What follows belongs to an exercise in optimizing a design on an open flow for small area, a short achievable clock period and few clock cycles; a production flow would make more cautious choices.
In this exercise RTL edits were held to simulation tests only and were not proved equivalent to the original.
Power is estimated from default activity; no workload was simulated.

`design/flow/design.v`:
```
`timescale 1ns / 1ps
package vrt_pkg;
  localparam logic [31:0] DIST_MAX = 32'hFFFF_FFFF;
  localparam logic [1:0] AXIS_X = 2'd0;
  localparam logic [1:0] AXIS_Y = 2'd1;
  localparam logic [1:0] AXIS_Z = 2'd2;
  typedef struct packed {
    logic       load;       
    logic       setup;      
    logic       div_run;    
    logic       init;       
    logic       step;       
    logic [6:0] step_idx;
    logic       last;
  } cmd_t;
  typedef struct packed {
    logic out_free;         
  } sts_t;
endpackage
`timescale 1ns / 1ps
module vrt_div #(
  parameter int NUM_W = 31,
  parameter int DEN_W = 16
) (
  input  logic             clk_i,
  input  logic             load_i,
  input  logic             run_i,
  input  logic [NUM_W-1:0] num_i,
  input  logic [DEN_W-1:0] den_i,
  output logic [NUM_W-1:0] quo_o
);
  logic [DEN_W-1:0] rem_q, rem_d, den_q;
  logic [NUM_W-1:0] quo_q, quo_d;
  logic [DEN_W:0]   trial;
  always_comb begin
    trial = {rem_q, quo_q[NUM_W-1]};
    rem_d = rem_q;
    quo_d = quo_q;
    if (load_i) begin
      rem_d = '0;
      quo_d = num_i;
    end else if (run_i) begin
      if (trial >= {1'b0, den_q}) begin
        rem_d = DEN_W'(trial - {1'b0, den_q});
        quo_d = {quo_q[NUM_W-2:0], 1'b1};
      end else begin
        rem_d = trial[DEN_W-1:0];
        quo_d = {quo_q[NUM_W-2:0], 1'b0};
      end
    end
  end
  always_ff @(posedge clk_i) begin
    rem_q <= rem_d;
    quo_q <= quo_d;
    if (load_i) begin
      den_q <= den_i;
    end
  end
  assign quo_o = quo_q;
endmodule
`timescale 1ns / 1ps
module vrt_datapath #(
  parameter int ORIGIN_FRAC_BITS = 8,
  parameter int DIR_FRAC_BITS    = 14
) (
  input  logic               clk_i,
  input  logic               rst_ni,
  input  vrt_pkg::cmd_t      cmd_i,
  output vrt_pkg::sts_t      sts_o,
  input  logic signed [23:0] origin_x_i,
  input  logic signed [23:0] origin_y_i,
  input  logic signed [23:0] origin_z_i,
  input  logic signed [15:0] dir_x_i,
  input  logic signed [15:0] dir_y_i,
  input  logic signed [15:0] dir_z_i,
  output logic               out_valid_o,
  input  logic               out_ready_i,
  output logic signed [15:0] voxel_x_o,
  output logic signed [15:0] voxel_y_o,
  output logic signed [15:0] voxel_z_o,
  output logic [1:0]         normal_axis_o,
  output logic               normal_negative_o,
  output logic [6:0]         step_index_o,
  output logic               last_o
);
  localparam int F     = ORIGIN_FRAC_BITS;
  localparam int NUM_W = 17 + DIR_FRAC_BITS;
  localparam int SHL   = 16 + DIR_FRAC_BITS - F;
  logic signed [23:0] org_q [3];
  logic signed [15:0] dir_q [3];
  logic signed [15:0] vox_q [3];
  logic               neg_q [3];
  logic               zero_q [3];
  logic [31:0]        tmax_q [3];
  logic [31:0]        tdel_q [3];
  logic [NUM_W-1:0] num_max [3];
  logic [NUM_W-1:0] num_del [3];
  logic [15:0]      ad [3];
  logic [NUM_W-1:0] quo_max [3];
  logic [NUM_W-1:0] quo_del [3];
  logic signed [15:0] vox_init [3];
  logic dir_pos [3];
  always_comb begin
    for (int a = 0; a < 3; a++) begin
      dir_pos[a] = !dir_q[a][15] && (dir_q[a] != 16'd0);
    end
  end
  for (genvar a = 0; a < 3; a++) begin : g_axis
    logic [23:0]        mag;
    logic [24:0]        rsum;
    logic [24:0]        rmask;
    logic [26:0]        org27;
    logic [26:0]        vone;
    logic [26:0]        face_s;
    logic [15:0]        r16;
    always_comb begin
      mag   = org_q[a][23] ? 24'(-org_q[a]) : 24'(org_q[a]);
      rsum  = {1'b0, mag} + 25'(1 << (F - 1));
      rmask = rsum & {{(25 - F){1'b1}}, {F{1'b0}}};
      r16   = 16'(rsum >> F);
      org27 = {{3{org_q[a][23]}}, org_q[a]};
      vone  = org_q[a][23] ? 27'd0 - {2'b00, rmask} : {2'b00, rmask};
      if (dir_pos[a]) begin
        face_s = vone + 27'(1 << (F - 1)) - org27;
      end else begin
        face_s = org27 - vone + 27'(1 << (F - 1));
      end
      if (face_s[26]) begin
        face_s = '0;
      end
      num_max[a]  = NUM_W'(face_s[F:0]) << SHL;
      num_del[a]  = NUM_W'(1) << (NUM_W - 1);
      ad[a]       = dir_q[a][15] ? 16'(-dir_q[a]) : 16'(dir_q[a]);
      vox_init[a] = org_q[a][23] ? -$signed(r16) : $signed(r16);
    end
    vrt_div #(.NUM_W(NUM_W), .DEN_W(16)) u_div_max (
      .clk_i (clk_i),
      .load_i(cmd_i.setup),
      .run_i (cmd_i.div_run),
      .num_i (num_max[a]),
      .den_i (ad[a]),
      .quo_o (quo_max[a])
    );
    vrt_div #(.NUM_W(NUM_W), .DEN_W(16)) u_div_del (
      .clk_i (clk_i),
      .load_i(cmd_i.setup),
      .run_i (cmd_i.div_run),
      .num_i (num_del[a]),
      .den_i (ad[a]),
      .quo_o (quo_del[a])
    );
  end
  function automatic logic [31:0] sat_q(input logic [NUM_W-1:0] q);
    logic [63:0] ext;
    ext = 64'(q);
    if (ext > {32'd0, vrt_pkg::DIST_MAX}) sat_q = vrt_pkg::DIST_MAX;
    else sat_q = 32'(q);
  endfunction
  logic [1:0]  ax;
  logic [32:0] tsum;
  always_comb begin
    if (tmax_q[0] < tmax_q[1]) begin
      ax = (tmax_q[0] < tmax_q[2]) ? vrt_pkg::AXIS_X : vrt_pkg::AXIS_Z;
    end else begin
      ax = (tmax_q[1] < tmax_q[2]) ? vrt_pkg::AXIS_Y : vrt_pkg::AXIS_Z;
    end
    tsum = {1'b0, tmax_q[ax]} + {1'b0, tdel_q[ax]};
  end
  logic signed [15:0] vox_nx [3];
  always_comb begin
    for (int a = 0; a < 3; a++) begin
      vox_nx[a] = vox_q[a];
    end
    vox_nx[ax] = neg_q[ax] ? vox_q[ax] - 16'sd1 : vox_q[ax] + 16'sd1;
  end
  always_ff @(posedge clk_i) begin
    if (cmd_i.load) begin
      org_q[0] <= origin_x_i;
      org_q[1] <= origin_y_i;
      org_q[2] <= origin_z_i;
      dir_q[0] <= dir_x_i;
      dir_q[1] <= dir_y_i;
      dir_q[2] <= dir_z_i;
    end
    if (cmd_i.setup) begin
      for (int a = 0; a < 3; a++) begin
        vox_q[a]  <= vox_init[a];
        neg_q[a]  <= !dir_pos[a];
        zero_q[a] <= (dir_q[a] == 16'd0);
      end
    end
    if (cmd_i.init) begin
      for (int a = 0; a < 3; a++) begin
        tmax_q[a] <= zero_q[a] ? vrt_pkg::DIST_MAX : sat_q(quo_max[a]);
        tdel_q[a] <= zero_q[a] ? vrt_pkg::DIST_MAX : sat_q(quo_del[a]);
      end
    end
    if (cmd_i.step) begin
      for (int a = 0; a < 3; a++) begin
        vox_q[a] <= vox_nx[a];
      end
      tmax_q[ax] <= tsum[32] ? vrt_pkg::DIST_MAX : tsum[31:0];
      voxel_x_o         <= vox_nx[0];
      voxel_y_o         <= vox_nx[1];
      voxel_z_o         <= vox_nx[2];
      normal_axis_o     <= ax;
      normal_negative_o <= !neg_q[ax];
      step_index_o      <= cmd_i.step_idx;
      last_o            <= cmd_i.last;
    end
  end
  logic out_valid_q;
  always_ff @(posedge clk_i or negedge rst_ni) begin
    if (!rst_ni) begin
      out_valid_q <= 1'b0;
    end else if (cmd_i.step) begin
      out_valid_q <= 1'b1;
    end else if (out_ready_i) begin
      out_valid_q <= 1'b0;
    end
  end
  assign out_valid_o     = out_valid_q;
  assign sts_o.out_free  = !out_valid_q || out_ready_i;
endmodule
`timescale 1ns / 1ps
module vrt_ctrl #(
  parameter int MAX_STEPS = 64,
  parameter int DIV_STEPS = 31
) (
  input  logic          clk_i,
  input  logic          rst_ni,
  input  logic          in_valid_i,
  output logic          in_ready_o,
  input  logic [6:0]    step_count_i,
  input  vrt_pkg::sts_t sts_i,
  output vrt_pkg::cmd_t cmd_o
);
  localparam logic [2:0] ST_IDLE  = 3'd0;
  localparam logic [2:0] ST_SETUP = 3'd1;
  localparam logic [2:0] ST_DIV   = 3'd2;
  localparam logic [2:0] ST_INIT  = 3'd3;
  localparam logic [2:0] ST_WALK  = 3'd4;
  localparam int DW = $clog2(DIV_STEPS + 1);
  logic [2:0]    state_q, state_d;
  logic [6:0]    cnt_q, cnt_d, k_q, k_d;
  logic [DW-1:0] div_q, div_d;
  always_comb begin
    state_d    = state_q;
    cnt_d      = cnt_q;
    k_d        = k_q;
    div_d      = div_q;
    in_ready_o = 1'b0;
    cmd_o      = '0;
    cmd_o.step_idx = k_q;
    cmd_o.last     = (k_q == cnt_q);
    unique case (state_q)
      ST_IDLE: begin
        in_ready_o = 1'b1;
        if (in_valid_i) begin
          cmd_o.load = 1'b1;
          cnt_d = (step_count_i > 7'(MAX_STEPS)) ? 7'(MAX_STEPS) : step_count_i;
          state_d = ST_SETUP;
        end
      end
      ST_SETUP: begin
        cmd_o.setup = 1'b1;
        div_d   = '0;
        state_d = ST_DIV;
      end
      ST_DIV: begin
        cmd_o.div_run = 1'b1;
        div_d = div_q + DW'(1);
        if (div_q == DW'(DIV_STEPS - 1)) begin
          state_d = ST_INIT;
        end
      end
      ST_INIT: begin
        cmd_o.init = 1'b1;
        k_d     = 7'd1;
        state_d = (cnt_q == 7'd0) ? ST_IDLE : ST_WALK;
      end
      ST_WALK: begin
        if (sts_i.out_free) begin
          cmd_o.step = 1'b1;
          k_d = k_q + 7'd1;
          if (k_q == cnt_q) begin
            state_d = ST_IDLE;
          end
        end
      end
      default: state_d = ST_IDLE;
    endcase
  end
  always_ff @(posedge clk_i or negedge rst_ni) begin
    if (!rst_ni) begin
      state_q <= ST_IDLE;
      cnt_q   <= '0;
      k_q     <= '0;
      div_q   <= '0;
    end else begin
      state_q <= state_d;
      cnt_q   <= cnt_d;
      k_q     <= k_d;
      div_q   <= div_d;
    end
  end
endmodule
`timescale 1ns / 1ps
module voxel_ray_traversal_top #(
  parameter int MAX_STEPS        = 64,
  parameter int ORIGIN_FRAC_BITS = 8,
  parameter int DIR_FRAC_BITS    = 14
) (
  input  logic               clk_i,
  input  logic               rst_ni,
  input  logic               in_valid_i,
  output logic               in_ready_o,
  input  logic signed [23:0] origin_x_i,
  input  logic signed [23:0] origin_y_i,
  input  logic signed [23:0] origin_z_i,
  input  logic signed [15:0] dir_x_i,
  input  logic signed [15:0] dir_y_i,
  input  logic signed [15:0] dir_z_i,
  input  logic [6:0]         step_count_i,
  output logic               out_valid_o,
  input  logic               out_ready_i,
  output logic signed [15:0] voxel_x_o,
  output logic signed [15:0] voxel_y_o,
  output logic signed [15:0] voxel_z_o,
  output logic [1:0]         normal_axis_o,
  output logic               normal_negative_o,
  output logic [6:0]         step_index_o,
  output logic               last_o
);
  localparam int DIV_STEPS = 17 + DIR_FRAC_BITS;
  vrt_pkg::cmd_t cmd;
  vrt_pkg::sts_t sts;
  vrt_ctrl #(
    .MAX_STEPS(MAX_STEPS),
    .DIV_STEPS(DIV_STEPS)
  ) u_ctrl (
    .clk_i       (clk_i),
    .rst_ni      (rst_ni),
    .in_valid_i  (in_valid_i),
    .in_ready_o  (in_ready_o),
    .step_count_i(step_count_i),
    .sts_i       (sts),
    .cmd_o       (cmd)
  );
  vrt_datapath #(
    .ORIGIN_FRAC_BITS(ORIGIN_FRAC_BITS),
    .DIR_FRAC_BITS   (DIR_FRAC_BITS)
  ) u_datapath (
    .clk_i            (clk_i),
    .rst_ni           (rst_ni),
    .cmd_i            (cmd),
    .sts_o            (sts),
    .origin_x_i       (origin_x_i),
    .origin_y_i       (origin_y_i),
    .origin_z_i       (origin_z_i),
    .dir_x_i          (dir_x_i),
    .dir_y_i          (dir_y_i),
    .dir_z_i          (dir_z_i),
    .out_valid_o      (out_valid_o),
    .out_ready_i      (out_ready_i),
    .voxel_x_o        (voxel_x_o),
    .voxel_y_o        (voxel_y_o),
    .voxel_z_o        (voxel_z_o),
    .normal_axis_o    (normal_axis_o),
    .normal_negative_o(normal_negative_o),
    .step_index_o     (step_index_o),
    .last_o           (last_o)
  );
endmodule
```
`design/flow/run.sh`:
```
#!/bin/bash
# synth_recipe.tcl (not shown) runs the flow's synth.tcl, then flattens the netlist and writes it again
# the make line also repeats each setting of config.mk as NAME=value (left out here)
make -C /OpenROAD-flow-scripts/flow DESIGN_CONFIG=/design/flow/config.mk WORK_HOME=/design/flow/orfs CLKGATE_MAP_FILE= SYNTH_SCRIPT=/design/flow/synth_recipe.tcl finish
```
`design/flow/config.mk`:
```
export PLATFORM = sky130hd
export DESIGN_NAME = voxel_ray_traversal_top
export DESIGN_NICKNAME = voxel_ray_traversal_top
export VERILOG_FILES = /design/flow/design.v
export SDC_FILE = /design/flow/constraint.sdc
export NUM_CORES = 4
export LEC_CHECK = 0
export CAP_MARGIN = 20
export CORE_MARGIN = 2
export CORE_UTILIZATION = 40
export SLEW_MARGIN = 20
```
`design/flow/constraint.sdc`:
```
create_clock -name core_clock -period 8.0 [get_ports {clk_i}]
set_input_delay 1.6000 -clock core_clock [delete_from_list [all_inputs] [get_ports {clk_i}]]
set_output_delay 1.6000 -clock core_clock [all_outputs]
set_load 0.01 [all_outputs]
```
==> metrics.cfg <==
[clock_network]
clk_pin_slew_worst_paths_ns=0.06
clock_tree.htree_level_count=3
cts_tree=yes
cts_num_sinks=778
cts_resized=0
cts_buffers=87
clock_tree.root_cell=sky130_fd_sc_hd__clkbuf_16
clk-insertion-delay-late_ns=0.68
cts_buffer_depth=3
cts_hold_buf=0
post_cts_buffers=0

[sta]
post-route-period-util_pct=91.3
finalWorstPathRequiredPeriod_ns=7.31
grt_setup_unrepaired=no
maxClockFrequency_mhz=137
clock_skew_ns=0.0271
final_hold_violations=0
max_slew.worst_pin.slew_ns=1.01
worst_slack_setup_final_ns=0.695
setup_viol=0
slew_margin_rel_pct=32.9
final.setup.tns_ns=0
maxSlewViolCount=0

[logic_synthesis]
ys_ff_latch=778
synth-warning-count=29
synth_top_flop_cell=sky130_fd_sc_hd__edfxtp_1
synthCells=4919
synth_seq_area_share_pct=42.8
yosysUniqueCellTypes=95
avg_synthesized_cell_area_um2=9.84
number_of_synthesized_flops_with_an_enable_pin=500
post_synthesis_async_set_or_reset_flop_share_pct=2.96
synth.cell_area_um2=48400

[placement]
place.gp.congestion=0.919
dp_slack_ns=0.732
port_buffers=191
post-dp-hpwl_mm=94.8

[run]
max_cap_violations=0

[power]
power.share.sequential_pct=26.6
sw_frac_of_total_pct=45.0
total_leakage_power_uw=0.0220
vdd_drop_max_mv=0.284
switching_power_uw=11300
clock_power_share_pct=16.6
power_per_cell_area_nw_per_um2=456
comb_power_share_pct=56.8
power.internal_uw=13800

[floorplan]
initial_cell_density_of_the_core_pct=40.3
core_area_um2=120000
std_cell_rows=127
die_w_um=352
top_level_ports=192
die_height_um=352
die-area_um2=124000

[drt]
top_signal_layer_used=met4
drt_pre_antenna_iters=7
wirelength_met1_mm=61.8
wire_per_inst_um=19.5
antenna_violating_nets_post_route=0
detailroute.via_count=37667
route.met2.wl_mm=60.2
initialDrtViolationCount=2867
routed_wl_mm=131
met3WireLength_mm=6.49
drc_errors=0
detail_route.vias_per_cell=5.60

[global_route]
grt.overflow.total=0
grt_pass1_wl_mm=205
grt_max_degree=217
global_route.usage.total_pct=20.9
first_global_vias=36520
antenna_found_initial=1

[setup_path]
arrival_ns=7.72
worst_reg_to_reg_cells=22
critical_path_peak_fanout=48
worst_setup_path_endpoint=u_datapath.vox_q[1][13]
worst_ep_required_time_ns=8.41
worstSetupPathType=flip-flop to flip-flop
regToRegStartpoint=u_datapath.tmax_q[0][31]
timing.critical_path.to_type=flip-flop
worstSetupStartpointType=flip-flop
critical_path.startpoint=u_datapath.tmax_q[0][31]
timing.reg2reg.setup_slack_ns=0.69
crit_slowest_cell=sky130_fd_sc_hd__nor4_1
slowest_delay_ns=0.77
cell_chain_of_the_critical_path=ha_1 > nand4_1 > nor4_1 > o2111ai_1 > a21oi_1 > o31ai_2 > o22ai_4 > buf_4 > buf_4 > o221a_4 > ha_1 > a21o_1 > a21o_1 > a21oi_1 > nor2b_1 > o21ai_0 > nand2b_1 > a22oi_1 > a311oi_1 > nor3b_1 > o21ai_0 > mux2_2
r2r_end=u_datapath.vox_q[1][13]

[min_path]
holdCritPathClass=flip-flop to flip-flop

[cells_and_area]
nNetsFinal=5657
post_route_cells_drive_above_1_share_pct=8.26
diodes=0
area_growth_synth_to_finish_pct=13.8

[run_status]
outcome=timing/DRC/antenna clean

critical path: cells and delay by family (launching register included):
kind,cells,cell delay [ns]
adder cells (fa/ha/maj),2,0.69
multiplexers,1,0.31
AO/OA/AOI/OAI,12,3.16
buffers and inverters,2,0.83
AND/OR/NAND/NOR,5,1.58
flip-flops,1,0.42
power by group through the flow:
| stage | logic, uW | clock network, uW | registers, uW |
|---|---|---|---|
| 4_1_cts | 14200 | 4250 | 6680 |
| 2_1_floorplan | 10300 | 0 | 6450 |
| 6_report | 14300 | 4160 | 6680 |
| 3_5_place_dp | 14100 | 0 | 6740 |
| 3_3_place_gp | 13900 | 0 | 6720 |
| 5_1_grt | 15900 | 4410 | 6800 |
per-layer routing:
| layer | GRT usage (%) | vias up |
|---|---|---|
| met2 | 34.2 | 962 |
| met1 | 29.5 | 18141 |
| met4 | 5.23 | 0 |
| met3 | 2.25 | 159 |
| li1 | - | 18405 |
| met5 | 0 | - |
cells in the mapped netlist (all sizes together) (36+ instances only):
library cell / number / share of area (%)
edfxtp: 500 / 31
inv: 313 / 2.4
nand3: 58 / 0.60
or2: 112 / 1.4
dfxtp: 255 / 11
a21o: 66 / 1.0
nand2b: 44 / 0.57
a22o: 164 / 3.0
mux2i: 75 / 1.6
xor2: 71 / 1.3
or3: 38 / 0.49
ha: 472 / 12
xnor2: 244 / 4.4
nand2: 337 / 2.6
a21oi: 271 / 2.8
nor2: 373 / 2.9
o21ai: 402 / 4.2
o22ai: 84 / 1.1
nor3: 91 / 0.95
o31ai: 42 / 0.65
mux2: 58 / 1.3
nand4: 64 / 0.84
a211oi: 36 / 0.57
nor2b: 39 / 0.50
clkbuf: 192 / 1.5
final cells by class:
cell class                 count  area (um2)
tap                         1612        2020
inverter                     314        1190
sequential                   778       20700
timing repair buffer         246        2360
clock inverter                40         488
clock buffer                 122        2490
multi-input combinational   3619       25800
fill                       11287       64900
cell usage in the layout (no fill, tap or decap), types with 83 or more instances in the layout:
| cell type | n |
|---|---|
| sky130_fd_sc_hd__or2_2 | 110 |
| sky130_fd_sc_hd__dfxtp_1 | 255 |
| sky130_fd_sc_hd__nand2_1 | 335 |
| sky130_fd_sc_hd__o21ai_0 | 398 |
| sky130_fd_sc_hd__nor2_1 | 370 |
| sky130_fd_sc_hd__a21oi_1 | 267 |
| sky130_fd_sc_hd__nor3_1 | 90 |
| sky130_fd_sc_hd__a22o_1 | 164 |
| sky130_fd_sc_hd__clkbuf_16 | 88 |
| sky130_fd_sc_hd__inv_1 | 310 |
| sky130_fd_sc_hd__ha_1 | 472 |
| sky130_fd_sc_hd__o22ai_1 | 83 |
| sky130_fd_sc_hd__clkdlybuf4s50_1 | 190 |
| sky130_fd_sc_hd__edfxtp_1 | 500 |
| sky130_fd_sc_hd__xnor2_1 | 244 |
registers in the layout, summed over array words and instances, names as in the netlist, 48 cells and up:
register                           count
u_datapath.g_axis.u_div_del.quo_q     93
u_datapath.g_axis.u_div_max.rem_q     48
u_datapath.org_q                      72
u_datapath.vox_q                      48
u_datapath.g_axis.u_div_del.rem_q     48
u_datapath.tdel_q                     96
u_datapath.dir_q                      48
u_datapath.g_axis.u_div_max.quo_q     93
u_datapath.tmax_q                     96
u_datapath.g_axis.u_div_max.den_q     48
stage by stage:
step	instances	power, uW	instance area, um2	hold WS, ns	util [%]
2_1_floorplan	4921	16800	48400	0.424	-
3_3_place_gp	6567	20700	52000	0.439	43.4
3_5_place_dp	6569	20900	52100	0.452	43.4
4_1_cts	6731	25200	55100	0.464	45.9
5_1_grt	6731	27100	55100	0.511	45.9
6_report	6731	25100	55100	0.463	45.9
logic make-up (layout without fill, tap and decap cells):
family / after synthesis / count (layout) / share of synthesized area [%]
AOI/OAI and AO/OA: 1379 / 1379 / 18.7
and+or+nand+nor: 1306 / 1306 / 13.2
DFF: 778 / 778 / 42.8
buffers and inverters: 524 / 722 / 4.09
adders and majority gates: 483 / 483 / 12.6
xor gates and xnor gates: 315 / 315 / 5.70
muxes: 133 / 133 / 2.90
other: 1 / 3 / 0.00775
worst min path at each step:
stage | start | end | slack [ns] | cells past startpoint
3_5_place_dp | u_datapath.g_axis[2].u_div_del.rem_q[15] | u_datapath.g_axis[2].u_div_del.rem_q[15] | 0.45 | 2
4_1_cts | u_datapath.g_axis[2].u_div_del.rem_q[15] | u_datapath.g_axis[2].u_div_del.rem_q[15] | 0.46 | 2
2_1_floorplan | u_datapath.zero_q[0] | u_datapath.tdel_q[0][31] | 0.42 | 0
6_report | u_datapath.g_axis[2].u_div_del.rem_q[15] | u_datapath.g_axis[2].u_div_del.rem_q[15] | 0.46 | 2
3_3_place_gp | u_datapath.g_axis[2].u_div_del.rem_q[15] | u_datapath.g_axis[2].u_div_del.rem_q[15] | 0.44 | 2
5_1_grt | u_datapath.g_axis[0].u_div_del.quo_q[0] | u_datapath.g_axis[0].u_div_del.quo_q[0] | 0.51 | 1
Testbench counts, summed over its fixed seeds: cycles 79,678.

## separate check: timing with driven ports
The results above use ideal ports. As a check the final layout listed here was re-extracted and re-timed, cells and wires unchanged.
Step 1 (the two cells are an assumption about what drives the block):
set clk [get_ports {clk_i}]
set_driving_cell -lib_cell sky130_fd_sc_hd__clkbuf_16 $clk
set_driving_cell -lib_cell sky130_fd_sc_hd__buf_2 [delete_from_list [all_inputs] $clk]
Step 2 adds t to the input delays and takes it off the output delays; t is the mean of the earliest and latest rising clock arrival at the registers after step 1. Input paths then give back, and output paths get back, about the clock's delay inside the block.
Slacks: no drivers / after step 1 / after step 2; pairs: no drivers / after step 1.
t (ns): 0.728
slack for setup (ns): 0.695 / 0.695 / 0.695
latest minus earliest clock arrival (ns): 0.031 / 0.031
worst register clock-pin slew, ns: 0.07 / 0.07
After both steps setup and hold are still met in this run. The setup slack of this run moves by 0.000 ns with the drivers and by 0.000 ns with both steps.
